This is an optimization exercise on Yosys and OpenROAD, whose aim is small area, not a production implementation. The RTL was checked by simulation tests, not by an equivalence proof against the original design. Power is estimated from default activity; no workload was simulated.

===== flow/flow/run.sh =====
#!/bin/bash
# Layout flow: the standard ORFS flow (standard.sh), except that
#  * the RTL's dls_* helper modules (one-hot AND-OR selects) are replaced by
#    the equivalent cell-level versions in flow/gates.v before synthesis;
#    registers and all other logic are synthesized exactly as in the
#    standard flow;
#  * the port buffers are made of sky130_fd_sc_hd__buf_1.
set -euo pipefail
awk '/^[ \t]*module[ \t]+dls_/ {skip=1} !skip {print} skip && /^[ \t]*endmodule/ {skip=0}' \
  design.v > design_rtl_top.v
cat design_rtl_top.v flow/gates.v > design_gates.v
export BUFFER_PORTS_ARGS="-buffer_cell sky130_fd_sc_hd__buf_1"
bash standard.sh VERILOG_FILES="$PWD/design_gates.v" finish > standard.log 2>&1

===== flow/constraint.sdc =====
create_clock -name core_clock -period 6.0 [get_ports {clk}]
set_input_delay 1.2000 -clock core_clock [delete_from_list [all_inputs] [get_ports {clk}]]
set_output_delay 1.2000 -clock core_clock [all_outputs]
set_load 0.01 [all_outputs]

===== flow/design.v =====
`default_nettype none
module dls_ao22 #(
  parameter int W = 64
) (
  input  logic [W-1:0] a,
  input  logic         sa,
  input  logic [W-1:0] b,
  input  logic         sb,
  output logic [W-1:0] y
);
  assign y = (a & {W{sa}}) | (b & {W{sb}});
endmodule
module dls_ao16 #(
  parameter int W = 64
) (
  input  logic [15:0][W-1:0] d,
  input  logic [15:0]        s,
  output logic [W-1:0]       y
);
  always_comb begin
    y = '0;
    for (int i = 0; i < 16; i++) y = y | (d[i] & {W{s[i]}});
  end
endmodule
module dls_ao18 #(
  parameter int W = 64
) (
  input  logic [17:0][W-1:0] d,
  input  logic [17:0]        s,
  output logic [W-1:0]       y
);
  always_comb begin
    y = '0;
    for (int i = 0; i < 18; i++) y = y | (d[i] & {W{s[i]}});
  end
endmodule
module dma_link_sequencer_tx #(
  parameter int                DATA_W    = 64,
  parameter int                ADDR_W    = 32,
  parameter int                NUM_LINKS = 16,
  parameter logic [ADDR_W-1:0] REG_BASE  = 32'hFFFF_0000,
  parameter int                IDX_W     = (NUM_LINKS > 1) ? $clog2(NUM_LINKS) : 1
) (
  input  logic              clk,
  input  logic              rst,
  input  logic [ADDR_W-1:0] slave_addr_i,
  input  logic [DATA_W-1:0] slave_data_i,
  input  logic              wr_en_i,
  input  logic              rd_en_i,
  input  logic [ADDR_W-1:0] rd_addr_i,
  output logic [DATA_W-1:0] rd_data_o,
  output logic              rd_valid_o,
  output logic              desc_valid_o,
  input  logic              desc_ready_i,
  output logic [DATA_W-1:0] desc_data_o,
  output logic [DATA_W-1:0] desc_base_o,
  output logic [IDX_W-1:0]  desc_idx_o,
  input  logic              xfer_done_i,
  output logic              busy_o,
  output logic              done_o,
  output logic              aborted_o,
  output logic              irq_o
);
  localparam int                c_stride    = DATA_W / 8;
  localparam logic [ADDR_W-1:0] c_ctrl_addr = REG_BASE + ADDR_W'((NUM_LINKS + 1) * c_stride);
  localparam logic [ADDR_W-1:0] c_stat_addr = REG_BASE + ADDR_W'((NUM_LINKS + 2) * c_stride);
  localparam logic [7:0]        c_max_cnt   = 8'(NUM_LINKS);
  logic                st_issue_q, st_wait_q, st_fin_q;
  logic                aborted_q, abort_pend_q, irq_q;
  logic [DATA_W-1:0]   base_q;
  logic [15:0][DATA_W-1:0] link_q;
  logic [7:0]          count_q;
  logic [IDX_W-1:0]    idx_q;
  logic [DATA_W-1:0]   rd_data_q;
  logic                rd_valid_q;
  logic                busy;
  assign busy = st_issue_q | st_wait_q;
  logic [NUM_LINKS+1:0] w_sel, w_ld, w_hd;
  always_comb begin
    for (int i = 0; i < NUM_LINKS; i++)
      w_sel[i] = (slave_addr_i == REG_BASE + ADDR_W'((i + 1) * c_stride));
    w_sel[NUM_LINKS]     = (slave_addr_i == REG_BASE);
    w_sel[NUM_LINKS + 1] = (slave_addr_i == c_ctrl_addr);
    w_ld = w_sel & {(NUM_LINKS+2){wr_en_i & ~busy & ~rst}};
    w_hd = ~(w_ld | {(NUM_LINKS+2){rst}});
  end
  logic [15:0][DATA_W-1:0] link_nx;
  logic [DATA_W-1:0]       base_nx;
  logic [7:0]              count_nx;
  for (genvar g = 0; g < 16; g++) begin : g_link
    dls_ao22 #(.W(DATA_W)) u_nx (
      .a(link_q[g]), .sa(w_hd[g]), .b(slave_data_i), .sb(w_ld[g]), .y(link_nx[g])
    );
  end
  dls_ao22 #(.W(DATA_W)) u_base_nx (
    .a(base_q), .sa(w_hd[NUM_LINKS]), .b(slave_data_i), .sb(w_ld[NUM_LINKS]), .y(base_nx)
  );
  dls_ao22 #(.W(8)) u_count_nx (
    .a(count_q), .sa(w_hd[NUM_LINKS+1]), .b(slave_data_i[15:8]), .sb(w_ld[NUM_LINKS+1]),
    .y(count_nx)
  );
  always_ff @(posedge clk) begin
    link_q  <= link_nx;
    base_q  <= base_nx;
    count_q <= count_nx;
  end
  logic [17:0]             r_sel;
  logic                    r_sel_stat;
  logic [17:0][DATA_W-1:0] r_src;
  logic [DATA_W-1:0]       r_mux, rd_nx, w_status;
  always_comb begin
    r_sel[0] = ~rd_en_i & ~rst;
    r_sel[1] = rd_en_i & ~rst & (rd_addr_i == REG_BASE);
    for (int i = 0; i < 16; i++)
      r_sel[i + 2] = rd_en_i & ~rst & (rd_addr_i == REG_BASE + ADDR_W'((i + 1) * c_stride));
    r_sel_stat = rd_en_i & ~rst & (rd_addr_i == c_stat_addr);
    r_src[0] = rd_data_q;
    r_src[1] = base_q;
    for (int i = 0; i < 16; i++) r_src[i + 2] = link_q[i];
  end
  assign w_status = DATA_W'({8'h00, 8'(idx_q), count_q, 5'b0, irq_q, aborted_q, busy});
  dls_ao18 #(.W(DATA_W)) u_rd (.d(r_src), .s(r_sel), .y(r_mux));
  assign rd_nx = r_mux | (w_status & {DATA_W{r_sel_stat}});
  always_ff @(posedge clk) begin
    rd_data_q  <= rd_nx;
    rd_valid_q <= rd_en_i & ~rst;
  end
  logic [15:0] d_sel;
  always_comb begin
    for (int i = 0; i < 16; i++) d_sel[i] = (idx_q == IDX_W'(i));
  end
  dls_ao16 #(.W(DATA_W)) u_desc (.d(link_q), .s(d_sel), .y(desc_data_o));
  logic       w_ctrl, w_start, w_abort, w_irq_clr, w_cnt_ok, w_last;
  logic [7:0] w_cnt;
  assign w_ctrl    = wr_en_i & w_sel[NUM_LINKS + 1];
  assign w_cnt     = slave_data_i[15:8];
  assign w_start   = w_ctrl & slave_data_i[0];
  assign w_abort   = w_ctrl & slave_data_i[1];
  assign w_irq_clr = w_ctrl & slave_data_i[2];
  assign w_cnt_ok  = (w_cnt != 8'd0) && (w_cnt <= c_max_cnt);
  assign w_last    = (idx_q == IDX_W'(count_q - 8'd1));
  logic w_go, w_end_issue, w_end_wait, w_next;
  assign w_go        = ~busy & ~st_fin_q & w_start & w_cnt_ok;
  assign w_end_issue = st_issue_q & desc_ready_i & (abort_pend_q | w_abort);
  assign w_end_wait  = st_wait_q & (w_abort | (xfer_done_i & w_last));
  assign w_next      = st_wait_q & ~w_abort & xfer_done_i & ~w_last;
  always_ff @(posedge clk) begin
    if (rst) begin
      st_issue_q   <= 1'b0;
      st_wait_q    <= 1'b0;
      st_fin_q     <= 1'b0;
      idx_q        <= '0;
      aborted_q    <= 1'b0;
      abort_pend_q <= 1'b0;
      irq_q        <= 1'b0;
    end else begin
      st_fin_q   <= w_end_issue | w_end_wait;
      st_issue_q <= w_go | w_next | (st_issue_q & ~desc_ready_i);
      st_wait_q  <= (st_issue_q & desc_ready_i & ~abort_pend_q & ~w_abort) |
                    (st_wait_q & ~w_abort & ~xfer_done_i);
      if (w_go) idx_q <= '0;
      else if (w_next) idx_q <= idx_q + IDX_W'(1);
      if (w_go) aborted_q <= 1'b0;
      else if (w_end_issue | (st_wait_q & w_abort)) aborted_q <= 1'b1;
      abort_pend_q <= st_issue_q & ~desc_ready_i & (abort_pend_q | w_abort);
      if (st_fin_q) irq_q <= 1'b1;
      else if (w_irq_clr) irq_q <= 1'b0;
    end
  end
  assign rd_data_o    = rd_data_q;
  assign rd_valid_o   = rd_valid_q;
  assign desc_valid_o = st_issue_q;
  assign desc_base_o  = base_q;
  assign desc_idx_o   = idx_q;
  assign busy_o       = busy;
  assign done_o       = st_fin_q;
  assign aborted_o    = aborted_q;
  assign irq_o        = irq_q;
endmodule
`default_nettype wire

===== flow/standard.sh =====
#!/bin/bash
# synth_recipe.tcl (not shown) runs the flow's synth.tcl, then flattens the netlist and writes it again
# the make line also repeats each setting of config.mk as NAME=value (left out here)
make -C /OpenROAD-flow-scripts/flow DESIGN_CONFIG=/design/flow/config.mk WORK_HOME=/design/flow/orfs CLKGATE_MAP_FILE= SYNTH_SCRIPT=/design/flow/synth_recipe.tcl "${@:-finish}"

===== flow/flow/gates.v =====
// Cell-level versions of the dls_* helper modules of the RTL. run.sh puts
// these in place of the RTL versions before synthesis; they compute the same
// functions.

module dls_ao22 #(
  parameter int W = 64
) (
  input  logic [W-1:0] a,
  input  logic         sa,
  input  logic [W-1:0] b,
  input  logic         sb,
  output logic [W-1:0] y
);
  for (genvar i = 0; i < W; i++) begin : g_bit
    sky130_fd_sc_hd__a22o_1 u_ao (.A1(a[i]), .A2(sa), .B1(b[i]), .B2(sb), .X(y[i]));
  end
endmodule

module dls_ao16 #(
  parameter int W = 64
) (
  input  logic [15:0][W-1:0] d,
  input  logic [15:0]        s,
  output logic [W-1:0]       y
);
  for (genvar i = 0; i < W; i++) begin : g_bit
    logic [5:0] n;
    logic       t;
    for (genvar k = 0; k < 5; k++) begin : g_grp
      sky130_fd_sc_hd__a222oi_1 u_aoi (
        .A1(d[3*k][i]),   .A2(s[3*k]),
        .B1(d[3*k+1][i]), .B2(s[3*k+1]),
        .C1(d[3*k+2][i]), .C2(s[3*k+2]),
        .Y(n[k]));
    end
    sky130_fd_sc_hd__nand2_1 u_last (.A(d[15][i]), .B(s[15]), .Y(n[5]));
    sky130_fd_sc_hd__and3_1  u_and  (.A(n[0]), .B(n[1]), .C(n[2]), .X(t));
    sky130_fd_sc_hd__nand4_1 u_out  (.A(t), .B(n[3]), .C(n[4]), .D(n[5]), .Y(y[i]));
  end
endmodule

module dls_ao18 #(
  parameter int W = 64
) (
  input  logic [17:0][W-1:0] d,
  input  logic [17:0]        s,
  output logic [W-1:0]       y
);
  for (genvar i = 0; i < W; i++) begin : g_bit
    logic [5:0] n;
    logic       t;
    for (genvar k = 0; k < 6; k++) begin : g_grp
      sky130_fd_sc_hd__a222oi_1 u_aoi (
        .A1(d[3*k][i]),   .A2(s[3*k]),
        .B1(d[3*k+1][i]), .B2(s[3*k+1]),
        .C1(d[3*k+2][i]), .C2(s[3*k+2]),
        .Y(n[k]));
    end
    sky130_fd_sc_hd__and3_1  u_and (.A(n[0]), .B(n[1]), .C(n[2]), .X(t));
    sky130_fd_sc_hd__nand4_1 u_out (.A(t), .B(n[3]), .C(n[4]), .D(n[5]), .Y(y[i]));
  end
endmodule

===== flow/config.mk =====
export PLATFORM = sky130hd
export DESIGN_NAME = dma_link_sequencer_tx
export DESIGN_NICKNAME = dma_link_sequencer_tx
export VERILOG_FILES = /design/flow/design.v
export SDC_FILE = /design/flow/constraint.sdc
export NUM_CORES = 4
export LEC_CHECK = 0
export CAP_MARGIN = 20
export CORE_MARGIN = 2
export CORE_UTILIZATION = 55
export CTS_BUF_LIST = sky130_fd_sc_hd__clkbuf_4 sky130_fd_sc_hd__clkbuf_8
export SLEW_MARGIN = 20

==> results of run 1 <==
[area by class of cell]
type	instances	area, sq um
antenna	5	12.5
clock buffer	302	3810
clock inverter	28	234
fill	5980	26100
inverter	10	37.5
multi-input combinational	2333	20300
sequential	1171	23400
tap	1040	1300
timing repair buffer	457	2500
[path summary, 6_finish.rpt]
kind	startpoint	end	depth (start not counted)
setup / recovery	idx_q[1]$_SDFFE_PP0P_	desc_data_o[2]	6
hold reg to reg	count_q[5]$_DFF_P_	rd_data_q[13]$_DFF_P_	1
setup reg to reg	st_wait_q$_SDFF_PP0_	link_q[50]$_DFF_P_	8
hold / removal	count_q[5]$_DFF_P_	rd_data_q[13]$_DFF_P_	1
[routing by layer]
metal,wire length [um],global-route usage (%),vias to the layer above
li1,-,-,17662
met1,69600,60.6,21914
met2,85700,69.8,5016
met3,36100,16.9,1228
met4,15000,30.6,12
met5,101,0.698,-
[worst max-delay path, delay by kind of cell (launching register included)]
kind,cells,cell delay [ns]
adder cells (fa/ha/maj),1,0.36
flip-flops,1,0.60
AO/OA/AOI/OAI,1,0.16
buffers and inverters,2,1.05
AND/OR/NAND/NOR,2,1.27
[power breakdown]
group          switching (uW)  leakage [uW]  internal (uW)
Clock                    3280       0.00216           4050
Sequential             0.0891       0.00943           7780
Combinational             411       0.00659           58.8
Total                    3690        0.0182          11900
[sequential cells by signal, summed over array words and instances, names as in the netlist]
| name | flops |
|---|---|
| count_q | 8 |
| rd_data_q | 64 |
| link_q | 1024 |
| aborted_q | 1 |
| irq_q | 1 |
| abort_pend_q | 1 |
| rd_valid_q | 1 |
| st_issue_q | 1 |
| base_q | 64 |
| st_fin_q | 1 |
| idx_q | 4 |
| st_wait_q | 1 |
[per-stage QoR]
| stage | total power, uW | instances | utilization [%] | area, sq um | setup WS, ns |
|---|---|---|---|---|---|
| final | 15600 | 5346 | 66.5 | 51700 | 0.412 |
| after CTS | 15500 | 5337 | 66.4 | 51600 | 0.620 |
| after floorplan | 8050 | 3525 | - | 43400 | 0.0223 |
| after global routing | 15900 | 5344 | 66.5 | 51700 | 0.542 |
| after global placement | 8360 | 5005 | 61.1 | 47500 | 1.54 |
| after detailed placement | 8380 | 5007 | 61.2 | 47500 | 1.49 |
[layout by cell type, fill, tap and decap left out, types with 14 or more instances in the layout]
cell type and instances:
nand4_1 137, a21o_1 15, buf_4 94, nand2_1 74
clkbuf_8 246, a22o_1 1096, buf_12 22, buf_1 334
dfxtp_1 1171, nand3_1 14, nor2_1 14, clkbuf_4 56
clkinv_2 16, and3_1 131, nor2_4 25, a222oi_1 704
[cell families after synthesis]
kind of cell               share of synthesized area [%]
AOI/OAI and AO/OA                                   39.0
xor gates and xnor gates                           0.141
adders and majority gates                          0.144
buffers and inverters                              0.202
DFF                                                 54.1
muxes                                             0.0924
and+or+nand+nor                                     6.32
==> impl_metrics.ini, run 1 <==
[status]
status = timing/DRC/antenna clean

[yosys]
yosysWarnings = 1
synth_area_sq_mm = 0.0434
synth_edf_count = 0
yosysMostFrequentCell = dfxtp_1
postSynth.asyncResetShare_pct = 0
seq_area_frac_synth_pct = 54.1
syn-num-nets = 3664
syn_inst = 3525
synth.top_cell.area_share_pct = 54.1
synth-main-ff-cell = dfxtp_1
yosys-top-cells-count = 1171 x dfxtp_1, 1096 x a22o_1, 704 x a222oi_1
synth_top_cell_by_area = dfxtp_1
synth_seq_cells = 1171
yosys-top-cells-area = dfxtp_1 54%, a22o_1 22%, a222oi_1 16%
syn_avg_cell_area_sq_um = 12.3
yosysUniqueCellTypes = 49

[setup_path]
crit_chain = ha_1 -> and3_2 -> buf_4 -> a222oi_1 -> nand4_1 -> buf_1
end_kind = output pin
crit_arrival_ns = 4.39
cpMaxStageDelayCell = and3_2
r2r_setup_slack_ns = 2.86
cpPeakStageDelay_ns = 0.93
cp.required_ns = 4.80
crit_path_max_fanout = 37
crit_type = register to output pin
start_kind = register

[timing]
post-route-period-util_pct = 93.1
slew_violations = 0
final.min_clock_period_ns = 5.59
hold_viol_final = 0
finalSetupViolCount = 0
fin_tns_setup_ns = 0
skew_ns = 0.0499
rsz0062_at_grt = no
whs_ns = 0.463
max_clock_freq_mhz = 179
worst_pin_slew_ns = 1.30
maxSlewHeadroom_pct = 13.5

[grt]
grt_pass1_vias = 44615
grt_pass1_wl_mm = 294
grt_max_degree = 65
groute.usage.overall_pct = 48.0
antenna_found_initial = 9
overflow = 0

[finish]
synthToLayoutAreaGrowth_pct = 19.2
drive_gt1_share_pct = 12.4
nets = 4296

[drt]
ant_nets = 0
first_pass_iters = 14
drc = 0
routed_wirelength_mm = 207
vias = 45832
first_iter_violations = 11164
wl_per_cell_um = 38.6
viasPerCell = 8.57

[floorplan]
die-area_sq_mm = 0.0811
die_x_um = 285
dieHeight_um = 285
initial_utilization_pct = 55.8
rows = 102
io_pins = 336
core_area_sq_mm = 0.0777

[worst_hold_path]
min_path_type = register to register

[power]
p_per_area_mw_per_mm2 = 301
power.leakage_uw = 0.0182
ir_drop_mv = 0.213

[place]
place_congestion = 0.911
port_buffers = 335
dp_hpwl_mm = 111

[cts]
htree_levels = 4
postCtsHoldBufs = 0
cts_sinks = 1171
cts_made_buffers = 184
clock_latency_ns = 0.87
cts_resized = 0
post_cts_buffers = 0
ctsRootBufferMaster = clkbuf_8
cts_max_path_buffers = 3
cts_tree = done
clk_pin_slew_ns = 0.07

[job]
max_cap_violations = 0
==> run 2, diff against run 1 <==
--- a/flow/flow/run.sh
+++ b/flow/flow/run.sh
@@ -6,3 +6,5 @@
 #    standard flow;
-#  * the port buffers are made of sky130_fd_sc_hd__buf_1.
+#  * the port buffers are made of sky130_fd_sc_hd__buf_1;
+#  * clock tree synthesis uses clkbuf_8 for larger sink clusters and
+#    inserts no dummy loads.
 set -euo pipefail
@@ -12,2 +14,3 @@
 export BUFFER_PORTS_ARGS="-buffer_cell sky130_fd_sc_hd__buf_1"
+export CTS_ARGS="-sink_clustering_enable -repair_clock_nets -dont_use_dummy_load -sink_clustering_size 16 -sink_clustering_max_diameter 60 -buf_list sky130_fd_sc_hd__clkbuf_8"
 bash standard.sh VERILOG_FILES="$PWD/design_gates.v" finish > standard.log 2>&1
--- a/flow/config.mk
+++ b/flow/config.mk
@@ -10,3 +10,2 @@
 export CORE_UTILIZATION = 55
-export CTS_BUF_LIST = sky130_fd_sc_hd__clkbuf_4 sky130_fd_sc_hd__clkbuf_8
 export SLEW_MARGIN = 20
==> impl_metrics.ini, run 2 <==
[timing]
final.min_clock_period_ns = 5.35
maxSlewHeadroom_pct = 12.0
rsz0062_at_grt = no
whs_ns = 0.476
finalSetupViolCount = 0
slew_violations = 0
hold_viol_final = 0
fin_tns_setup_ns = 0
skew_ns = 0.0579
setup_ws_ns = 0.648
post-route-period-util_pct = 89.2
worst_pin_slew_ns = 1.32
max_clock_freq_mhz = 187

[yosys]
synth_area_sq_mm = 0.0434
postSynth.asyncResetShare_pct = 0
yosys-top-cells-area = dfxtp_1 54%, a22o_1 22%, a222oi_1 16%
yosys-top-cells-count = 1171 x dfxtp_1, 1096 x a22o_1, 704 x a222oi_1
synth.top_cell.area_share_pct = 54.1
yosysWarnings = 1
synth_top_cell_by_area = dfxtp_1
yosysUniqueCellTypes = 49
syn_avg_cell_area_sq_um = 12.3
syn_inst = 3525
synth_edf_count = 0
synth-main-ff-cell = dfxtp_1
seq_area_frac_synth_pct = 54.1
synth_seq_cells = 1171
yosysMostFrequentCell = dfxtp_1
syn-num-nets = 3664

[cts]
clk_pin_slew_ns = 0.10
ctsRootBufferMaster = clkbuf_8
cts_made_buffers = 90
postCtsHoldBufs = 0
cts_tree = done
cts_resized = 0
htree_levels = 3
clock_latency_ns = 0.75
post_cts_buffers = 0
cts_max_path_buffers = 3
cts_sinks = 1171

[setup_path]
crit_arrival_ns = 4.15
cpPeakStageDelay_ns = 0.90
cp.required_ns = 4.80
end_kind = output pin
crit_buf_inv = 2
r2r_setup_slack_ns = 2.92
crit_type = register to output pin
cpMaxStageDelayCell = and3_2
crit_path_max_fanout = 37
critPathTopFamily = simple AND/OR/NAND/NOR gates
crit_chain = ha_1 -> and3_2 -> buf_4 -> a222oi_1 -> nand4_1 -> buf_1
start_kind = register

[finish]
nets = 4202
multi_input_area_sq_mm = 0.0203
top_register = link_q
seqCellArea_sq_mm = 0.0234
top_regs = link_q: 1024 flops, base_q: 64 flops, rd_data_q: 64 flops
fillers = 6251
final_common_cell = dfxtp_1
drive_gt1_share_pct = 7.24
largest_register_ffs = 1024
synthToLayoutAreaGrowth_pct = 12.7
final_cells = 5107
final_cell_mix = 1171 x dfxtp_1, 1096 x a22o_1, 704 x a222oi_1

[floorplan]
initial_utilization_pct = 55.8
die_x_um = 285
io_pins = 336
dieHeight_um = 285
rows = 102
die-area_sq_mm = 0.0811
core_area_sq_mm = 0.0777

[drt]
vias = 44976
first_pass_iters = 17
routed_wirelength_mm = 204
ant_nets = 0
first_iter_violations = 10790
drc = 0
viasPerCell = 8.81
wl_per_cell_um = 40.0

[power]
power_frac_seq_pct = 64.1
ir_drop_mv = 0.189
p_int_uw = 9170
p_per_area_mw_per_mm2 = 248
combPwrFrac_pct = 3.9
p_sw_share_pct = 24.4
p_switching_uw = 2960
clkPwrFrac_pct = 32.1
total_power_uw = 12100
power.leakage_uw = 0.0167

[place]
pre_cts_ws_ns = 1.49
dp_cells = 5007
dp_hpwl_mm = 111
port_buffers = 335
place_congestion = 0.911

[grt]
groute.usage.overall_pct = 47.4
grt_pass1_wl_mm = 290
grt_pass1_vias = 43502
antenna_found_initial = 6
overflow = 0
grt_max_degree = 65

[job]
max_cap_violations = 0

[status]
status = timing/DRC/antenna clean

[worst_hold_path]
min_path_type = register to register
run 2: area by class of cell:
cell class | count | area share, %
Antenna cell | 6 | 0.0307
Sequential cell | 1171 | 48.0
Inverter | 10 | 0.0768
Tap cell | 1040 | 2.66
Timing Repair Buffer | 457 | 5.13
Clock buffer | 90 | 2.53
Multi-Input combinational cell | 2333 | 41.6
run 2: cell families (layout without fill, tap and decap cells):
group | after synthesis | after routing | synth area share (%)
xor+xnor | 7 | 7 | 0.141
flops | 1171 | 1171 | 54.1
mux | 4 | 4 | 0.0924
compound gates | 1842 | 1842 | 39.0
fa+ha+maj | 5 | 5 | 0.144
simple gates | 475 | 475 | 6.32
buf+inv | 21 | 557 | 0.202
other cells | 0 | 6 | 0
run 2: power by group through the flow:
stage	sequential [uW]	combinational [uW]	clock, uW
2_1_floorplan	7950	107	0
3_3_place_gp	7950	416	0
3_5_place_dp	7950	432	0
4_1_cts	7770	433	3850
5_1_grt	7770	464	4120
6_report	7770	469	3890
run 2: layer usage:
metal  GRT usage (%)  part of all wire [%]
met1            60.4                    34
met2            69.9                    42
met3            16.0                    17
met4            28.2                   7.1
met5           0.698                 0.017
run 2: final timing paths:
kind | start | to | depth (start not counted)
min | count_q[5]$_DFF_P_ | rd_data_q[13]$_DFF_P_ | 1
max | idx_q[1]$_SDFFE_PP0P_ | desc_data_o[2] | 6
min reg2reg | count_q[5]$_DFF_P_ | rd_data_q[13]$_DFF_P_ | 1
max reg2reg | st_wait_q$_SDFF_PP0_ | link_q[57]$_DFF_P_ | 8
run 2: per-stage QoR:
| stage | util, % | instance area, sq um |
|---|---|---|
| 6_report | 62.9 | 48900 |
| 5_1_grt | 62.9 | 48900 |
| 4_1_cts | 62.8 | 48800 |
| 3_5_place_dp | 61.2 | 47500 |
| 3_3_place_gp | 61.1 | 47500 |
| 2_1_floorplan | - | 43400 |
==> run 3, diff against run 2 <==
--- a/flow/config.mk
+++ b/flow/config.mk
@@ -9,3 +9,3 @@
 export CORE_MARGIN = 2
-export CORE_UTILIZATION = 55
+export CORE_UTILIZATION = 40
 export SLEW_MARGIN = 20
==> impl_metrics.ini, run 3 <==
[status]
status = timing/DRC/antenna clean

[yosys]
synth.top_cell.area_share_pct = 54.1
synth-main-ff-cell = dfxtp_1
synth_edf_count = 0
yosys-top-cells-area = dfxtp_1 54%, a22o_1 22%, a222oi_1 16%
yosysMostFrequentCell = dfxtp_1
syn_avg_cell_area_sq_um = 12.3
seq_area_frac_synth_pct = 54.1
yosysUniqueCellTypes = 49
yosys-top-cells-count = 1171 x dfxtp_1, 1096 x a22o_1, 704 x a222oi_1
yosysWarnings = 1
syn_inst = 3525
syn-num-nets = 3664
synth_top_cell_by_area = dfxtp_1
synth_seq_cells = 1171
synth_area_sq_mm = 0.0434
postSynth.asyncResetShare_pct = 0

[setup_path]
cpMaxStageDelayCell = and2_4
crit_chain = nor2b_1 -> and2_4 -> buf_4 -> a222oi_1 -> and3_1 -> nand4_1 -> buf_1
ff2ff_path_depth = 7
r2r_setup_slack_ns = 2.90
start_kind = register
cp.depth = 7
r2r-start = st_wait_q$_SDFF_PP0_
cpPeakStageDelay_ns = 0.78
critPathTopFamily = simple AND/OR/NAND/NOR gates
crit_arrival_ns = 3.97
crit_path_max_fanout = 38
rr_endpoint = link_q[32]$_DFF_P_
crit_start = idx_q[2]$_SDFFE_PP0P_
cp.required_ns = 4.80
end_kind = output pin
crit_buf_inv = 2
worstSetupEndpoint = desc_data_o[15]
crit_type = register to output pin

[floorplan]
die_x_um = 333
io_pins = 336
rows = 120
initial_utilization_pct = 40.4
dieHeight_um = 333
core_area_sq_mm = 0.107
die-area_sq_mm = 0.111

[cts]
cts_made_buffers = 98
cts_sinks = 1171
post_cts_buffers = 0
ctsRootBufferMaster = clkbuf_8
cts_resized = 0
postCtsHoldBufs = 0
clk_pin_slew_ns = 0.06
htree_levels = 3
cts_max_path_buffers = 3
clock_latency_ns = 0.85
cts_tree = done

[grt]
antenna_found_initial = 5
grt_pass1_vias = 40965
groute.usage.overall_pct = 35.7
grt_max_degree = 65
overflow = 0
grt_pass1_wl_mm = 296

[place]
place_congestion = 0.850
pre_cts_ws_ns = 1.39
port_buffers = 335
dp_hpwl_mm = 115
postPlaceCellArea_sq_mm = 0.0480

[timing]
rsz0062_at_grt = no
fin_tns_setup_ns = 0
finalSetupViolCount = 0
whs_ns = 0.446
post-route-period-util_pct = 86.1
worst_pin_slew_ns = 1.25
setup_ws_ns = 0.833
max_clock_freq_mhz = 194
maxSlewHeadroom_pct = 16.5
slew_violations = 0
skew_ns = 0.155
hold_viol_final = 0
final.min_clock_period_ns = 5.17

[job]
max_cap_violations = 0

[finish]
final_cell_mix = 1171 x dfxtp_1, 1096 x a22o_1, 704 x a222oi_1
synthToLayoutAreaGrowth_pct = 13.9
drive_gt1_share_pct = 7.40
final_common_cell = dfxtp_1
nets = 4210
top_register = link_q
final_cell_area_sq_mm = 0.0494
top_regs = link_q: 1024 flops, base_q: 64 flops, rd_data_q: 64 flops
largest_register_ffs = 1024

[drt]
viasPerCell = 7.92
routed_wirelength_mm = 210
drc = 0
wl_per_cell_um = 38.4
first_pass_iters = 14
first_iter_violations = 10081
ant_nets = 0
vias = 43356

[power]
ir_drop_mv = 0.159
power.leakage_uw = 0.0167
p_per_area_mw_per_mm2 = 250
total_power_uw = 12300

[worst_hold_path]
min_path_type = register to register
[run 3: worst reg2reg max path, cell delays in order (launching register included)]
cell     delay, ns
dfxtp_1       0.37
nor2_1        0.24
nand3_1       0.13
or2_2         0.32
nor2_1        0.62
a21oi_4       0.42
buf_4         0.56
a22o_1        0.39
[run 3: cell families (layout without fill, tap and decap cells)]
logic type	Yosys count	in the layout	synth area share (%)
buffers and inverters	21	565	0.202
DFF	1171	1171	54.1
xor gates and xnor gates	7	7	0.141
adders and majority gates	5	5	0.144
AOI/OAI and AO/OA	1842	1842	39.0
other	0	2	0
muxes	4	4	0.0924
and+or+nand+nor	475	475	6.32
[run 3: how the worst min path moves through the flow]
stage	from	endpoint	slack, ns	depth (start not counted)
global placement	count_q[4]$_DFF_P_	rd_data_q[12]$_DFF_P_	0.44	1
CTS	st_fin_q$_SDFF_PP0_	irq_q$_SDFFE_PP0P_	0.46	2
floorplan	count_q[4]$_DFF_P_	rd_data_q[12]$_DFF_P_	0.43	1
global route	st_fin_q$_SDFF_PP0_	irq_q$_SDFFE_PP0P_	0.49	2
detailed placement	count_q[4]$_DFF_P_	rd_data_q[12]$_DFF_P_	0.45	1
finish	st_fin_q$_SDFF_PP0_	irq_q$_SDFFE_PP0P_	0.45	2
[run 3: stage by stage]
| step | util, % | instances |
|---|---|---|
| after floorplan | - | 3525 |
| after global placement | 44.7 | 5371 |
| after detailed placement | 44.7 | 5372 |
| after CTS | 46.0 | 5470 |
| after global routing | 46.0 | 5474 |
| final | 46.0 | 5474 |
[run 3: layout make-up]
cell class,count,area (sq um)
Antenna cell,2,5.00
Clock buffer,98,1350
Fill cell,10026,58000
Sequential cell,1171,23400
Multi-Input combinational cell,2333,20400
Timing Repair Buffer,457,2430
Tap cell,1403,1760
Inverter,10,37.5
[run 3: where the power goes]
| part | internal (uW) | switching (uW) |
|---|---|---|
| logic | 59.9 | 416 |
| registers | 7770 | 0.0827 |
| clock network | 1450 | 2630 |
| total | 9280 | 3050 |
[run 3: layer usage]
| metal | up-vias | part of all wire (%) | GRT usage, % |
|---|---|---|---|
| li1 | 17328 | - | - |
| met1 | 21427 | 38 | 47.8 |
| met2 | 3875 | 42 | 53.5 |
| met3 | 724 | 14 | 9.90 |
| met4 | 2 | 5.1 | 16.2 |
| met5 | - | 0.0033 | 0 |
==> run 4, diff against run 3 <==
--- a/flow/config.mk
+++ b/flow/config.mk
@@ -7,5 +7,5 @@
 export LEC_CHECK = 0
-export CAP_MARGIN = 20
+export CAP_MARGIN = 10
 export CORE_MARGIN = 2
 export CORE_UTILIZATION = 40
-export SLEW_MARGIN = 20
+export SLEW_MARGIN = 10
==> impl_metrics.ini, run 4 <==
[status]
status = timing/DRC/antenna clean

[setup_path]
crit_chain = nor2b_1 -> and2_4 -> buf_4 -> a222oi_1 -> and3_1 -> nand4_1 -> buf_1
start_kind = register
cp.required_ns = 4.80
crit_type = register to output pin
crit_buf_inv = 2
crit_path_max_fanout = 38
end_kind = output pin
crit_arrival_ns = 3.93
critPathTopFamily = simple AND/OR/NAND/NOR gates
cpPeakStageDelay_ns = 0.76
cpMaxStageDelayCell = and2_4

[power]
combPwrFrac_pct = 3.8
p_switching_uw = 3050
p_int_uw = 9320
p_per_area_mw_per_mm2 = 251
p_sw_share_pct = 24.7
power.leakage_uw = 0.0167
clkPwrFrac_pct = 33.4
ir_drop_mv = 0.165
power_frac_seq_pct = 62.8

[floorplan]
rows = 120
dieHeight_um = 333
core_area_sq_mm = 0.107
initial_utilization_pct = 40.4
io_pins = 336
die-area_sq_mm = 0.111
die_x_um = 333

[place]
dp_hpwl_mm = 115
port_buffers = 335
place_congestion = 0.850
dp_cells = 5371

[finish]
largest_register_ffs = 1024
multi_input_area_sq_mm = 0.0204
drive_gt1_share_pct = 7.42
final_cell_mix = 1171 x dfxtp_1, 1096 x a22o_1, 704 x a222oi_1
top_register = link_q
final_cells = 5475
final_common_cell = dfxtp_1
nets = 4211
seqCellArea_sq_mm = 0.0234
top_regs = link_q: 1024 flops, base_q: 64 flops, rd_data_q: 64 flops
fillers = 10054
synthToLayoutAreaGrowth_pct = 13.9

[yosys]
yosysUniqueCellTypes = 49
syn_inst = 3525
seq_area_frac_synth_pct = 54.1
yosysMostFrequentCell = dfxtp_1
synth_seq_cells = 1171
synth.top_cell.area_share_pct = 54.1
syn_avg_cell_area_sq_um = 12.3
yosys-top-cells-count = 1171 x dfxtp_1, 1096 x a22o_1, 704 x a222oi_1
synth_top_cell_by_area = dfxtp_1
syn-num-nets = 3664
synth-main-ff-cell = dfxtp_1
synth_area_sq_mm = 0.0434
postSynth.asyncResetShare_pct = 0
yosysWarnings = 1
yosys-top-cells-area = dfxtp_1 54%, a22o_1 22%, a222oi_1 16%
synth_edf_count = 0

[drt]
ant_nets = 0
viasPerCell = 7.90
wl_met1_mm = 80.3
routed_wirelength_mm = 210
met2RoutedLength_mm = 89.8
first_iter_violations = 9899
wl_met3_mm = 30.0
drc = 0
vias = 43251
first_pass_iters = 15
wl_per_cell_um = 38.4
top_layer_used = met5

[grt]
overflow = 0
grt_pass1_vias = 41283
groute.usage.overall_pct = 35.9
grt_pass1_wl_mm = 297
antenna_found_initial = 3
grt_max_degree = 65

[timing]
hold_viol_final = 0
slew_violations = 0
finalSetupViolCount = 0
skew_ns = 0.120
final.min_clock_period_ns = 5.13
rsz0062_at_grt = no
worst_pin_slew_ns = 1.25
maxSlewHeadroom_pct = 17.0
max_clock_freq_mhz = 195
fin_tns_setup_ns = 0
post-route-period-util_pct = 85.5

[cts]
cts_max_path_buffers = 3
clock_latency_ns = 0.82
cts_made_buffers = 101
ctsRootBufferMaster = clkbuf_8
cts_tree = done
postCtsHoldBufs = 0
cts_resized = 0
htree_levels = 3
post_cts_buffers = 0
clk_pin_slew_ns = 0.10
cts_sinks = 1171

[worst_hold_path]
min_path_type = register to register

[job]
max_cap_violations = 0
run 4: cell counts after synthesis:
Identical to the previous run, type by type.
run 4: final timing paths:
kind         slack [ns]                  start  cells past startpoint                     to
min                0.47     count_q[7]$_DFF_P_                      1  rd_data_q[15]$_DFF_P_
max reg2reg        2.81  st_issue_q$_SDFF_PP0_                      6    link_q[642]$_DFF_P_
max                0.87  idx_q[2]$_SDFFE_PP0P_                      7        desc_data_o[15]
min reg2reg        0.47     count_q[7]$_DFF_P_                      1  rd_data_q[15]$_DFF_P_
run 4: through the flow:
| step | utilization, % | worst slack [ns] | cell area, sq um | power, uW | hold slack, ns |
|---|---|---|---|---|---|
| floorplan | - | 0.0223 | 43400 | 8050 | 0.426 |
| global placement | 44.7 | 1.40 | 48000 | 8400 | 0.441 |
| detailed placement | 44.7 | 1.38 | 48000 | 8400 | 0.451 |
| CTS | 46.0 | 0.938 | 49300 | 12400 | 0.467 |
| global route | 46.0 | 0.838 | 49400 | 12700 | 0.484 |
| finish | 46.0 | 0.870 | 49400 | 12400 | 0.468 |
run 4: area by class of cell:
cell class / count / area share [%]
clock buffers: 101 / 2.82
well taps: 1403 / 3.56
flip-flops and latches: 1171 / 47.5
diodes: 2 / 0.0101
repair buffers: 455 / 4.84
multi-input cells: 2333 / 41.2
inverters: 10 / 0.0760
run 4: power groups by stage:
| stage | combinational, uW | clock [uW] | sequential (uW) |
|---|---|---|---|
| floorplan | 107 | 0 | 7950 |
| global placement | 449 | 0 | 7950 |
| detailed placement | 451 | 0 | 7950 |
| CTS | 452 | 4150 | 7770 |
| global route | 478 | 4410 | 7770 |
| finish | 473 | 4130 | 7770 |
run 4: cell families (layout without fill, tap and decap cells):
family                     count (synthesis)  in the layout  synth area share, %
AOI/OAI and AO/OA                       1842           1842                 39.0
DFF                                     1171           1171                 54.1
and+or+nand+nor                          475            475                 6.32
buffers and inverters                     21            566                0.202
xor gates and xnor gates                   7              7                0.141
adders and majority gates                  5              5                0.144
muxes                                      4              4               0.0924
other                                      0              2                    0
run 4: metal layers:
layer | up-vias | GRT usage (%)
li1 | 17346 | -
met1 | 21289 | 48.0
met2 | 3913 | 54.0
met3 | 701 | 9.87
met4 | 2 | 15.7
met5 | - | 0

-- static timing again, ports no longer ideal --
How much do the figures lean on ideal ports? The routed layouts below were timed once more, with nothing changed but the port constraints.
Step 1: set_driving_cell puts a clkbuf_16 on clk and a buf_2 on each other input, an assumption about the parent block.
Step 2, shift: input delay + t, output delay - t, t = (earliest + latest rising clock arrival at the registers) / 2. This alone moves slack from input paths to output paths.
Slacks: no drivers / after step 1 / after step 2; pairs: no drivers / after step 1.
run	t, ns	slack for setup (ns)	hold slack, ns	cell pins on the clock port's net
run 1	0.920	0.412 / 0.340 / 1.223	0.463 / 0.463 / 0.463	1
run 2	0.803	0.648 / 0.580 / 1.180	0.476 / 0.476 / 0.476	1
run 3	0.843	0.833 / 0.763 / 1.218	0.446 / 0.446 / 0.446	1
run 4	0.833	0.870 / 0.800 / 1.276	0.468 / 0.468 / 0.468	1
After both steps setup and hold are still met in every run listed.
